What follows belongs to an exercise in optimizing a design on an open flow for small area, a short achievable clock period and few clock cycles per item; a production flow would make more cautious choices.
RTL that was checked went through simulation tests only; none was proved equivalent to the original.

Design goertzel_power_detect, start of the top module:
module goertzel_power_detect #(
   parameter int OW       = 20,
   parameter int PW       = 2*OW+1,
   parameter int HOLD_ON  = 3,
   parameter int HOLD_OFF = 3
) (
   input  logic            i_clk,
   input  logic            i_rst,
   input  logic [2*OW-1:0] s_axis_tdata,
   input  logic            s_axis_tvalid,
   output logic            s_axis_tready,
   output logic [PW-1:0]   m_axis_tdata,
   output logic            m_axis_tuser,
   output logic            m_axis_tvalid,
   input  logic            m_axis_tready,
   input  logic [PW-1:0]   i_threshold,
   output logic            o_detect
);
   localparam bit c_INREG  = 1'b1;
   localparam bit c_MIDREG = 1'b1;
   localparam bit c_INMUX  = 1'b1;
   localparam bit c_ABS    = 1'b1;
   localparam int c_HMAX = (HOLD_ON > HOLD_OFF) ? HOLD_ON : HOLD_OFF;
   localparam int c_CW   = (c_HMAX > 1) ? $clog2(c_HMAX) : 1;
   logic            w_en;
   logic            w_v1, w_v2;
   logic            r_v3;
   logic [OW-1:0]   x_re, x_im;
   logic [72-1:0] w_mid_d, w_mid_q;
   logic [PW-1:0]   w_ra, w_rb;
   logic [PW-1:0]   w_sum;
   logic            w_hit;
   logic [PW-1:0]   r_pwr;
   logic            r_hit;
   logic            r_det;
   logic [c_CW-1:0] r_cnt, w_cnt_nxt;
   logic            w_det_nxt;
   assign w_en          = !r_v3 || m_axis_tready;
   assign s_axis_tready = w_en;
   logic [2*OW-1:0] w_in_new;
   generate
      if (c_ABS) begin : g_abs
         goertzel_abs #(.W(OW)) u_abs_re (.i_x(s_axis_tdata[2*OW-1:OW]), .o_m(w_in_new[2*OW-1:OW]));
         goertzel_abs #(.W(OW)) u_abs_im (.i_x(s_axis_tdata[OW-1:0]),     .o_m(w_in_new[OW-1:0]));
      end else begin : g_nabs
  ...
Size in the first run: roughly 1,600 cells after synthesis, ~17,000 um^2 of cells after synthesis.
clock: 8.0 ns
lec_check: 0
cap_margin: 20
core_margin: 2
core_utilization: 40
cts_buf_list: sky130_fd_sc_hd__clkbuf_8
setup_slack_margin: 3.5
slew_margin: 20
synth_hierarchical: 1
synth_minimum_keep_size: 0
standard.sh (not shown) runs the stock make flow with config.mk's settings and CLKGATE_MAP_FILE= SYNTH_SCRIPT=/design/flow/synth_recipe.tcl, a recipe that flattens the netlist after the stock synthesis.
==> flow/flow/run.sh <==
#!/bin/bash
# Standard ORFS layout (the standard.sh, standard synthesis unchanged),
# with the port buffers made from the smallest buffer cell.
set -euo pipefail
bash standard.sh BUFFER_PORTS_ARGS="-buffer_cell sky130_fd_sc_hd__buf_1" finish > standard_flow.log 2>&1
Change:
- SETUP_SLACK_MARGIN: 3.5 -> 4.0
What happened:
- first-iteration DRC count went up by about 16%
- global-route usage grows by 0.18 points
- wire length came out lower by 0.92%
- worst hold slack hardly moves
- non-clock buffer count increases by 7
Function was not checked in any run of this note: the RTL went through the layout flow alone.

Another version of the RTL of goertzel_power_detect (not shown whole).
Size: ~2000 cells after synthesis, roughly 160 flip-flops, roughly 130 I/O pins, ~0.018 mm² of cells after synthesis.
==> flow/design.v (excerpt) <==
module goertzel_power_detect #(
   parameter int OW       = 20,
   parameter int PW       = 2*OW+1,
   parameter int HOLD_ON  = 3,
   parameter int HOLD_OFF = 3
) (
   input  logic            i_clk,
   input  logic            i_rst,
   input  logic [2*OW-1:0] s_axis_tdata,
   input  logic            s_axis_tvalid,
   output logic            s_axis_tready,
   output logic [PW-1:0]   m_axis_tdata,
   output logic            m_axis_tuser,
   output logic            m_axis_tvalid,
   input  logic            m_axis_tready,
   input  logic [PW-1:0]   i_threshold,
   output logic            o_detect
);
clock: 8.0 ns
lec_check: 0
abc_area: 1
cap_margin: 20
core_margin: 2
core_utilization: 40
cts_buf_list: sky130_fd_sc_hd__clkbuf_8
setup_slack_margin: 3.5
slew_margin: 20
synth_hierarchical: 1
synth_minimum_keep_size: 0
Scripts as last shown in full above: flow/flow/run.sh
Testbench counts at the start, summed over its fixed seeds: cycles 2,072, items 2,048.
Edit:
Settings changed: ABC_AREA 1 to not set, CORE_UTILIZATION 40 to 60, PLACE_DENSITY set to 0.75.
- The changed run ran to the end with no violations
- fmax fell by 0.83%
- final area fell by 6.8%
- via count fell by 12%
- wire length fell by 16%
- sequential share of layout area rose by 1.6 points
- die area fell by 37%

[re-timing with driven ports]
No port has a modelled driver above. Below, the same layouts with a new extraction and two added sets of constraints.
Step 1: set_driving_cell puts a clkbuf_16 on i_clk and a buf_2 on each other input, an assumption about the parent block.
Step 2 moves the port delays by t, midway between the first and last clock arrival at a register: inputs arrive t later, outputs are due t later. That takes back most of the time a late clock gives input paths.
Three values: no drivers, after step 1, after step 2; two values: the first two.
| run | t (ns) | setup slack, ns | hold slack, ns | pins driven straight from the clock port |
|---|---|---|---|---|
| the first run of note 1 | 0.570 | 3.609 / 3.609 / 3.609 | 0.447 / 0.447 / 0.447 | 1 |
| the second run of note 1 | 0.565 | 3.757 / 3.757 / 3.757 | 0.445 / 0.445 / 0.445 | 1 |
| the first run of note 2 | 0.553 | 3.625 / 3.625 / 3.625 | 0.466 / 0.466 / 0.466 | 1 |
| the second run of note 2 | 0.523 | 3.588 / 3.588 / 3.588 | 0.467 / 0.467 / 0.467 | 1 |
After both steps every run listed still meets setup and hold.
